Background: an optimization exercise with open tools, aiming at a short achievable clock period and few clock cycles per item. Do not read the settings as production practice.
Only simulation tests tie the RTL to the original design; equivalence was not proved.
Power and IR drop assume default switching activity.

<file path="design/flow/design.v">
package mipsPkg;
	typedef logic [31:0] dataT;      
	typedef logic [4:0]  regAddrT;   
	typedef logic [8:0]  memAddrT;   
	typedef logic [6:0]  wordAddrT;  
	typedef logic [5:0]  opcodeT;
	typedef logic [5:0]  functT;
	localparam opcodeT OpRType = 6'h00;
	localparam opcodeT OpAddi  = 6'h08;
	localparam opcodeT OpAddiu = 6'h09;
	localparam opcodeT OpSlti  = 6'h0a;
	localparam opcodeT OpSltiu = 6'h0b;
	localparam opcodeT OpAndi  = 6'h0c;
	localparam opcodeT OpOri   = 6'h0d;
	localparam opcodeT OpXori  = 6'h0e;
	localparam opcodeT OpLui   = 6'h0f;
	localparam opcodeT OpLw    = 6'h23;
	localparam opcodeT OpSw    = 6'h2b;
	localparam functT FnSllv = 6'h04;
	localparam functT FnSrlv = 6'h06;
	localparam functT FnSrav = 6'h07;
	localparam functT FnAdd  = 6'h20;
	localparam functT FnAddu = 6'h21;
	localparam functT FnSub  = 6'h22;
	localparam functT FnSubu = 6'h23;
	localparam functT FnAnd  = 6'h24;
	localparam functT FnOr   = 6'h25;
	localparam functT FnXor  = 6'h26;
	localparam functT FnNor  = 6'h27;
	localparam functT FnSlt  = 6'h2a;
	localparam functT FnSltu = 6'h2b;
	typedef logic [7:0] aluSelT;
	localparam int SelAdd = 0;   
	localparam int SelLt  = 1;   
	localparam int SelAnd = 2;
	localparam int SelOr  = 3;
	localparam int SelXor = 4;
	localparam int SelNor = 5;
	localparam int SelSll = 6;
	localparam int SelSrl = 7;   
endpackage
module registerFile (
	input  logic             CLK,
	input  logic             reset,
	input  logic             regWrite,
	input  mipsPkg::regAddrT wrAddr,
	input  mipsPkg::dataT    wrData,
	input  mipsPkg::regAddrT rdAddrA,
	input  mipsPkg::regAddrT rdAddrB,
	output mipsPkg::dataT    rdDataA,
	output mipsPkg::dataT    rdDataB
);
	mipsPkg::dataT regs [1:31];
	mipsPkg::dataT rfA;
	mipsPkg::dataT rfB;
	always_ff @(posedge CLK) begin
		if (reset) begin
			for (int i = 1; i < 32; i++) begin
				regs[i] <= '0;
			end
		end else if (regWrite && wrAddr != '0) begin
			regs[wrAddr] <= wrData;
		end
	end
	assign rfA = (rdAddrA == '0) ? '0 : regs[rdAddrA];
	assign rfB = (rdAddrB == '0) ? '0 : regs[rdAddrB];
	assign rdDataA = (regWrite && wrAddr == rdAddrA && rdAddrA != '0) ? wrData : rfA;
	assign rdDataB = (regWrite && wrAddr == rdAddrB && rdAddrB != '0) ? wrData : rfB;
endmodule
module alu (
	input  mipsPkg::aluSelT sel,
	input  logic            signedLt,   
	input  logic            arith,      
	input  logic            cin,
	input  mipsPkg::dataT   a,
	input  mipsPkg::dataT   b,
	input  mipsPkg::dataT   bAdd,
	output mipsPkg::dataT   result
);
	logic [32:0] sum;
	logic lt;
	logic [32:0] shrIn;
	mipsPkg::dataT shl;
	mipsPkg::dataT shr;
	assign sum = {1'b0, a} + {1'b0, bAdd} + {32'b0, cin};
	assign lt = signedLt ? ((a[31] ^ b[31]) ? a[31] : sum[31]) : ~sum[32];
	assign shl = b << a[4:0];
	assign shrIn = {arith & b[31], b};
	assign shr = 32'($signed(shrIn) >>> a[4:0]);
	assign result =
		({32{sel[mipsPkg::SelAdd]}} & sum[31:0]) |
		({32{sel[mipsPkg::SelLt]}} & {31'b0, lt}) |
		({32{sel[mipsPkg::SelAnd]}} & (a & b)) |
		({32{sel[mipsPkg::SelOr]}} & (a | b)) |
		({32{sel[mipsPkg::SelXor]}} & (a ^ b)) |
		({32{sel[mipsPkg::SelNor]}} & ~(a | b)) |
		({32{sel[mipsPkg::SelSll]}} & shl) |
		({32{sel[mipsPkg::SelSrl]}} & shr);
endmodule
module mipsProcessor (
	input  logic             CLK,
	input  logic             reset,
	input  logic             memReady,
	input  mipsPkg::dataT    memRData,
	output logic             memValid,
	output logic             memWrite,
	output mipsPkg::memAddrT memAddr,
	output mipsPkg::dataT    memWData,
	output logic             resultValid,
	output mipsPkg::regAddrT resultReg,
	output mipsPkg::dataT    resultData
);
	localparam int Q = 4;   
	logic reqFetch;               
	mipsPkg::wordAddrT reqAddr;
	logic busFree;                
	logic fetchDone;
	assign memAddr = {reqAddr, 2'b00};
	assign busFree = !memValid || memReady;
	assign fetchDone = memValid && memReady && reqFetch;
	mipsPkg::dataT q [Q];
	logic [2:0] qCount;           
	logic [2:0] slots;            
	mipsPkg::wordAddrT fetchPc;   
	mipsPkg::wordAddrT dPc;       
	logic eValid;
	logic eWrites;
	logic eLoad;
	logic eStore;
	logic eIssued;                
	mipsPkg::regAddrT eDest;
	mipsPkg::dataT eA;
	mipsPkg::dataT eB;
	mipsPkg::dataT eBAdd;
	logic eCin;
	logic eSignedLt;
	logic eArith;
	mipsPkg::aluSelT eSel;
	logic [8:0] eImm;
	mipsPkg::wordAddrT ePc;
	logic wValid;
	mipsPkg::regAddrT wReg;
	mipsPkg::dataT wData;
	assign resultValid = wValid;
	assign resultReg = wReg;
	assign resultData = wData;
	mipsPkg::dataT ir;
	logic dValid;
	mipsPkg::opcodeT op;
	mipsPkg::functT fn;
	mipsPkg::regAddrT rs;
	mipsPkg::regAddrT rt;
	mipsPkg::regAddrT rd;
	logic isR;
	logic isImm;
	logic isLui;
	logic isLw;
	logic isSw;
	logic usesRs;
	logic usesRt;
	logic dWrites;
	mipsPkg::regAddrT dDest;
	mipsPkg::dataT rsVal;
	mipsPkg::dataT rtVal;
	mipsPkg::dataT immVal;
	mipsPkg::dataT dA;
	mipsPkg::dataT dB;
	logic dSub;
	logic dSignedLt;
	logic dArith;
	mipsPkg::aluSelT dSel;
	assign ir = q[0];
	assign dValid = qCount != '0;
	assign op = ir[31:26];
	assign fn = ir[5:0];
	assign rs = ir[25:21];
	assign rt = ir[20:16];
	assign rd = ir[15:11];
	assign isR = op == mipsPkg::OpRType;
	assign isImm = op[5:3] == 3'b001;   
	assign isLui = op == mipsPkg::OpLui;
	assign isLw = op == mipsPkg::OpLw;
	assign isSw = op == mipsPkg::OpSw;
	assign usesRs = isR || (isImm && !isLui) || isLw || isSw;
	assign usesRt = isR || isSw;
	assign dWrites = isR || isImm || isLw;
	assign dDest = isR ? rd : rt;
	registerFile u_regFile (
		.CLK(CLK),
		.reset(reset),
		.regWrite(wValid),
		.wrAddr(wReg),
		.wrData(wData),
		.rdAddrA(rs),
		.rdAddrB(rt),
		.rdDataA(rsVal),
		.rdDataB(rtVal)
	);
	always_comb begin
		if (isLui) begin
			immVal = {ir[15:0], 16'b0};
		end else if (op == mipsPkg::OpAndi || op == mipsPkg::OpOri || op == mipsPkg::OpXori) begin
			immVal = {16'b0, ir[15:0]};
		end else begin
			immVal = {{16{ir[15]}}, ir[15:0]};
		end
	end
	assign dA = isLui ? '0 : rsVal;
	assign dB = (isR || isSw) ? rtVal : immVal;   
	always_comb begin
		dSel = '0;
		dSub = 1'b0;
		dSignedLt = 1'b0;
		dArith = 1'b0;
		if (isR) begin
			case (fn)
				mipsPkg::FnSub, mipsPkg::FnSubu: begin
					dSel[mipsPkg::SelAdd] = 1'b1;
					dSub = 1'b1;
				end
				mipsPkg::FnAnd: dSel[mipsPkg::SelAnd] = 1'b1;
				mipsPkg::FnOr:  dSel[mipsPkg::SelOr] = 1'b1;
				mipsPkg::FnXor: dSel[mipsPkg::SelXor] = 1'b1;
				mipsPkg::FnNor: dSel[mipsPkg::SelNor] = 1'b1;
				mipsPkg::FnSlt: begin
					dSel[mipsPkg::SelLt] = 1'b1;
					dSub = 1'b1;
					dSignedLt = 1'b1;
				end
				mipsPkg::FnSltu: begin
					dSel[mipsPkg::SelLt] = 1'b1;
					dSub = 1'b1;
				end
				mipsPkg::FnSllv: dSel[mipsPkg::SelSll] = 1'b1;
				mipsPkg::FnSrlv: dSel[mipsPkg::SelSrl] = 1'b1;
				mipsPkg::FnSrav: begin
					dSel[mipsPkg::SelSrl] = 1'b1;
					dArith = 1'b1;
				end
				default: dSel[mipsPkg::SelAdd] = 1'b1;   
			endcase
		end else begin
			case (op)
				mipsPkg::OpSlti: begin
					dSel[mipsPkg::SelLt] = 1'b1;
					dSub = 1'b1;
					dSignedLt = 1'b1;
				end
				mipsPkg::OpSltiu: begin
					dSel[mipsPkg::SelLt] = 1'b1;
					dSub = 1'b1;
				end
				mipsPkg::OpAndi: dSel[mipsPkg::SelAnd] = 1'b1;
				mipsPkg::OpOri:  dSel[mipsPkg::SelOr] = 1'b1;
				mipsPkg::OpXori: dSel[mipsPkg::SelXor] = 1'b1;
				default: dSel[mipsPkg::SelAdd] = 1'b1;   
			endcase
		end
	end
	mipsPkg::dataT aluResult;
	logic [8:0] eByteAddr;
	mipsPkg::wordAddrT eAddr;
	logic eFree;                  
	logic dataIssue;              
	logic fetchIssue;
	logic storeHit;               
	logic flush;
	logic hazard;
	logic dAdv;
	alu u_alu (
		.sel(eSel),
		.signedLt(eSignedLt),
		.arith(eArith),
		.cin(eCin),
		.a(eA),
		.b(eB),
		.bAdd(eBAdd),
		.result(aluResult)
	);
	assign eByteAddr = eA[8:0] + eImm;
	assign eAddr = eByteAddr[8:2];
	assign dataIssue = eValid && (eStore || (eLoad && !eIssued)) && busFree;
	assign fetchIssue = busFree && !dataIssue && slots < 3'(Q);
	assign storeHit = 7'(eAddr - ePc - 7'd1) < 7'(fetchPc - ePc - 7'd1);
	assign flush = dataIssue && eStore && storeHit;
	always_comb begin
		if (!eValid) begin
			eFree = 1'b1;
		end else if (eStore) begin
			eFree = busFree;
		end else if (eLoad) begin
			eFree = eIssued && memReady;
		end else begin
			eFree = 1'b1;
		end
	end
	assign hazard = eValid && eWrites && eDest != '0 &&
		((usesRs && rs == eDest) || (usesRt && rt == eDest));
	assign dAdv = dValid && eFree && !hazard && !flush;
	logic push;
	logic [2:0] wrIdx;
	assign push = fetchDone && !flush;
	assign wrIdx = qCount - {2'b0, dAdv};
	always_ff @(posedge CLK) begin
		for (int i = 0; i < Q; i++) begin
			if (push && wrIdx == 3'(i)) begin
				q[i] <= memRData;
			end else if (dAdv && i < Q - 1) begin
				q[i] <= q[(i < Q - 1) ? i + 1 : i];
			end
		end
	end
	always_ff @(posedge CLK) begin
		if (reset) begin
			qCount <= '0;
			slots <= '0;
			fetchPc <= '0;
			dPc <= '0;
		end else if (flush) begin
			qCount <= '0;
			slots <= '0;
			fetchPc <= ePc + 7'd1;
			dPc <= ePc + 7'd1;
		end else begin
			qCount <= qCount + {2'b0, push} - {2'b0, dAdv};
			slots <= slots + {2'b0, fetchIssue} - {2'b0, dAdv};
			if (fetchIssue) begin
				fetchPc <= fetchPc + 7'd1;
			end
			if (dAdv) begin
				dPc <= dPc + 7'd1;
			end
		end
	end
	always_ff @(posedge CLK) begin
		if (reset) begin
			memValid <= 1'b0;
			memWrite <= 1'b0;
			reqFetch <= 1'b0;
		end else if (dataIssue) begin
			memValid <= 1'b1;
			memWrite <= eStore;
			reqFetch <= 1'b0;
		end else if (fetchIssue) begin
			memValid <= 1'b1;
			memWrite <= 1'b0;
			reqFetch <= 1'b1;
		end else if (busFree) begin
			memValid <= 1'b0;
		end
	end
	always_ff @(posedge CLK) begin
		if (dataIssue) begin
			reqAddr <= eAddr;
		end else if (fetchIssue) begin
			reqAddr <= fetchPc;
		end
		if (dataIssue && eStore) begin
			memWData <= eB;
		end
	end
	always_ff @(posedge CLK) begin
		if (reset) begin
			eValid <= 1'b0;
		end else if (dAdv) begin
			eValid <= 1'b1;
		end else if (eFree) begin
			eValid <= 1'b0;
		end
	end
	always_ff @(posedge CLK) begin
		if (dAdv) begin
			eWrites <= dWrites;
			eLoad <= isLw;
			eStore <= isSw;
			eIssued <= 1'b0;
			eDest <= dDest;
			eA <= dA;
			eB <= dB;
			eBAdd <= dSub ? ~dB : dB;
			eCin <= dSub;
			eSignedLt <= dSignedLt;
			eArith <= dArith;
			eSel <= dSel;
			eImm <= ir[8:0];
			ePc <= dPc;
		end else if (dataIssue) begin
			eIssued <= 1'b1;
		end
	end
	always_ff @(posedge CLK) begin
		if (reset) begin
			wValid <= 1'b0;
		end else begin
			wValid <= eValid && eWrites && eFree;
		end
	end
	always_ff @(posedge CLK) begin
		if (eValid && eWrites && eFree) begin
			wReg <= eDest;
			wData <= eLoad ? memRData : aluResult;
		end
	end
endmodule
</file>
<file path="design/flow/config.mk">
export PLATFORM = sky130hd
export DESIGN_NAME = mipsProcessor
export DESIGN_NICKNAME = mipsProcessor
export VERILOG_FILES = /design/flow/design.v
export SDC_FILE = /design/flow/constraint.sdc
export NUM_CORES = 4
export LEC_CHECK = 0
export CAP_MARGIN = 20
export CORE_MARGIN = 2
export CORE_UTILIZATION = 40
export SLEW_MARGIN = 20
</file>
<file path="design/flow/run.sh">
#!/bin/bash
# synth_recipe.tcl (not shown) runs the flow's synth.tcl, then flattens the netlist and writes it again
# the make line also repeats each setting of config.mk as NAME=value (left out here)
make -C /OpenROAD-flow-scripts/flow DESIGN_CONFIG=/design/flow/config.mk WORK_HOME=/design/flow/orfs CLKGATE_MAP_FILE= SYNTH_SCRIPT=/design/flow/synth_recipe.tcl finish
</file>
<file path="design/flow/constraint.sdc">
create_clock -name core_clock -period 10.0 [get_ports {CLK}]
set_input_delay 2.0000 -clock core_clock [delete_from_list [all_inputs] [get_ports {CLK}]]
set_output_delay 2.0000 -clock core_clock [all_outputs]
set_load 0.01 [all_outputs]
</file>
==> flow_summary.ini <==
[finish]
final_nets = 5425
final_cell_area_um2 = 86660
area.growth.synth_to_final_pct = 11.74
drive_above_1_share = 0.2507

[timing]
fin_crit_sh = 0.7837
hold_viol = 0
fmax_mhz = 127.6
fin_hold_ws_ns = 0.4570
setup_viol = 0
worst_clock_skew_ns = 0.04682
finalSetupTns_ns = 0
layout_min_cycle_time_ns = 7.837
slew_headroom = 0.2370
tightest_slew_ns = 1.145
grt_setup_unrepaired = no
final_max_slew_viol_count = 0

[global_routing]
grt_max_degree = 122
first_global_vias = 48434
grt.overflow.total = 0
antenna_found_initial = 20
grtUsageTotal = 0.2526
grt_pass1_wl_um = 359200

[synth]
ys.warnings.count = 3
synthCells = 5273
synth_top_area_frac = 0.5262
avgSynthCellArea_um2 = 14.71
synth-seq-cells = 1395
yosysUniqueCellTypes = 87
synth_top_cell_by_area = edfxtp_1
seq_area_frac_synth = 0.5355
synth.area.top_cells = edfxtp_1 (53%), mux4_2 (20%), and2_1 (8.1%)
async_flop_share = 0
syn_area_um2 = 77560
synth-edff-count = 1359
synth-main-ff-cell = edfxtp_1

[critical_path]
worst-setup-path-type = register to register
crit_slowest_cell = or2_1
critPathMaxFanout = 66
max_stage_delay_ns = 0.86
cp-start-kind = register
end_kind = register
critical_path.most_common_cell = ha_1
crit_family = simple AND/OR/NAND/NOR gates
worstPathRequired_ns = 10.48
critPathBufInv = 3
cp.arrival_ns = 8.32

[floorplan]
num_rows = 161
initial_utilization = 0.4027
dieArea_um2 = 197400
die_x_um = 444.3
io_pins = 116
die_h_um = 444.3
core_um2 = 192600

[drt]
drc = 0
vias = 48549
wl_per_cell_um = 31.69
via_per_inst = 6.136
dr.pass1.iters = 6
first_iter_violations = 6062
wl_um = 250700
ant_nets = 0

[run]
maxCapViolCount = 0

[clock_network]
cts_hold_buf = 0
postCtsSetupRepairBufs = 0
cts_buffers = 157
cts-resized-gates = 0
root_buffer = clkbuf_16
clock_sinks = 1395
clk_pin_slew_ns = 0.06
cts_tree = built
htree_levels = 4
cts.path.max_buffers = 3
clock_latency_ns = 0.82

[placement]
globalplace.congestion = 0.9505
io_buffers = 113
dpl-instance-area_um2 = 81560
hpwl_um = 160300

[power_and_ir_drop]
power_w = 0.02845
power_density_nw_per_um2 = 328.3
ir_worst_vdd_uv = 224.3
p_leak_nw = 30.93

[run_status]
run_status = no timing/DRC/antenna violations

[hold_path]
holdCritPathClass = register to register
state kept, by name, indices dropped and copies added (netlist names), 5 cells and up, named ones only:
name            count
dPc                 7
eA                 32
eB                 32
eBAdd              32
eDest               5
eImm                9
ePc                 7
eSel                8
fetchPc             7
memWData           32
q                 128
reqAddr             7
u_regFile.regs   1024
wData              32
wReg                5
cell type report:
class | instances | area, µm²
Clock buffer | 189 | 4100
Multi-Input combinational cell | 3324 | 34140
Timing Repair Buffer | 260 | 2312
Antenna cell | 10 | 25.02
Tap cell | 2526 | 3161
Inverter | 116 | 440.4
Fill cell | 16938 | 105900
Sequential cell | 1395 | 41560
Clock inverter | 92 | 927.1
metal layers:
metal	global-route usage	vias up	share of wire
met5	0	-	0.00021
met4	0.09405	8	0.039
met3	0.05810	452	0.092
met2	0.3994	2368	0.47
met1	0.3404	25390	0.40
li1	-	20331	-
worst paths after layout:
| kind | slack [ns] | end | from | cells after the start |
|---|---|---|---|---|
| worst max-delay path | 2.16 | q[2][24] | eA[1] | 26 |
| worst min-delay path | 0.46 | ePc[6] | dPc[6] | 0 |
| worst max register to register | 2.16 | q[2][24] | eA[1] | 26 |
| worst min register to register | 0.46 | ePc[6] | dPc[6] | 0 |
layout by cell type (no fill, tap or decap), drive strengths merged, types with 12 or more instances in the layout:
cell type and count:
xnor2 44, o22ai 15, nor2b 17, xor2 61, o21bai 15, clkinv 73, nor2 158, o211ai 29
nand2b 22, nand4 14, or2 36, mux2i 111, a221oi 42, nand3 60, clkbuf 189, mux4 678
and2 1008, a211oi 21, conb 34, dfxtp 36, a21oi 98, nor3 27, clkdlybuf4s50 112, buf 148
or3 12, ha 130, o21ai 90, a21o 19, edfxtp 1359, mux2 199, inv 123, nand2 162
a22oi 54, a2bb2oi 12
cell usage after synthesis (36+ instances only):
| master | number |
|---|---|
| inv_1 | 112 |
| ha_1 | 130 |
| a21oi_1 | 98 |
| mux2i_1 | 111 |
| a221oi_1 | 42 |
| edfxtp_1 | 1359 |
| o21ai_0 | 79 |
| xnor2_1 | 44 |
| a22oi_1 | 54 |
| mux4_2 | 678 |
| nor2_1 | 158 |
| clkbuf_1 | 367 |
| nand2_1 | 162 |
| buf_2 | 72 |
| xor2_1 | 61 |
| and2_1 | 1007 |
| mux2_2 | 196 |
| nand3_1 | 59 |
| dfxtp_1 | 36 |
metrics by stage:
step                      instances  worst slack (ns)    util
after global placement         7619             2.252  0.4235
after detailed placement       7619             2.109  0.4235
after floorplan                5306            0.7043       -
final                          7912             2.163  0.4500
after CTS                      7900             2.058  0.4496
after global routing           7903             1.493  0.4499
power breakdown:
| group | total (W) | leakage [nW] | internal (W) | switching (W) |
|---|---|---|---|---|
| clock | 0.00575 | 2.45 | 0.00321 | 0.00254 |
| combinational | 0.0137 | 14.4 | 0.00576 | 0.00799 |
| sequential | 0.00896 | 14.1 | 0.00778 | 0.00118 |
| total | 0.0285 | 30.9 | 0.0167 | 0.0117 |
cell families after synthesis:
logic type,share of synthesized area
XOR/XNOR,0.01186
other,0.00004835
buffers and inverters,0.03001
flip-flops,0.5355
AO/OA/AOI/OAI,0.04361
AND/OR/NAND/NOR,0.1164
adder cells (fa/ha/maj),0.02252
multiplexers,0.2401
Testbench counts, summed over its fixed seeds: cycles 12,581, instrs 6,144.

[re-timing with driven ports]
How much do the figures lean on ideal ports? The routed layout below was timed once more, with nothing changed but the port constraints.
Step 1, drivers: a clkbuf_16 drives CLK and a buf_2 each remaining input, both assumed.
Step 2, shift: input delay + t, output delay - t, t = (earliest + latest rising clock arrival at the registers) / 2. This alone moves slack from input paths to output paths.
Three values: ideal, step 1, step 2; two values: the first two.
shift t [ns]: 0.879
setup slack, ns: 2.163 / 2.163 / 2.163
worst setup path at the end: register to register
pins driven straight from the clock port: 1
After both steps this run still meets setup and hold. For this run, drivers alone change the setup slack by 0.000 ns; drivers and shift together by 0.000 ns.
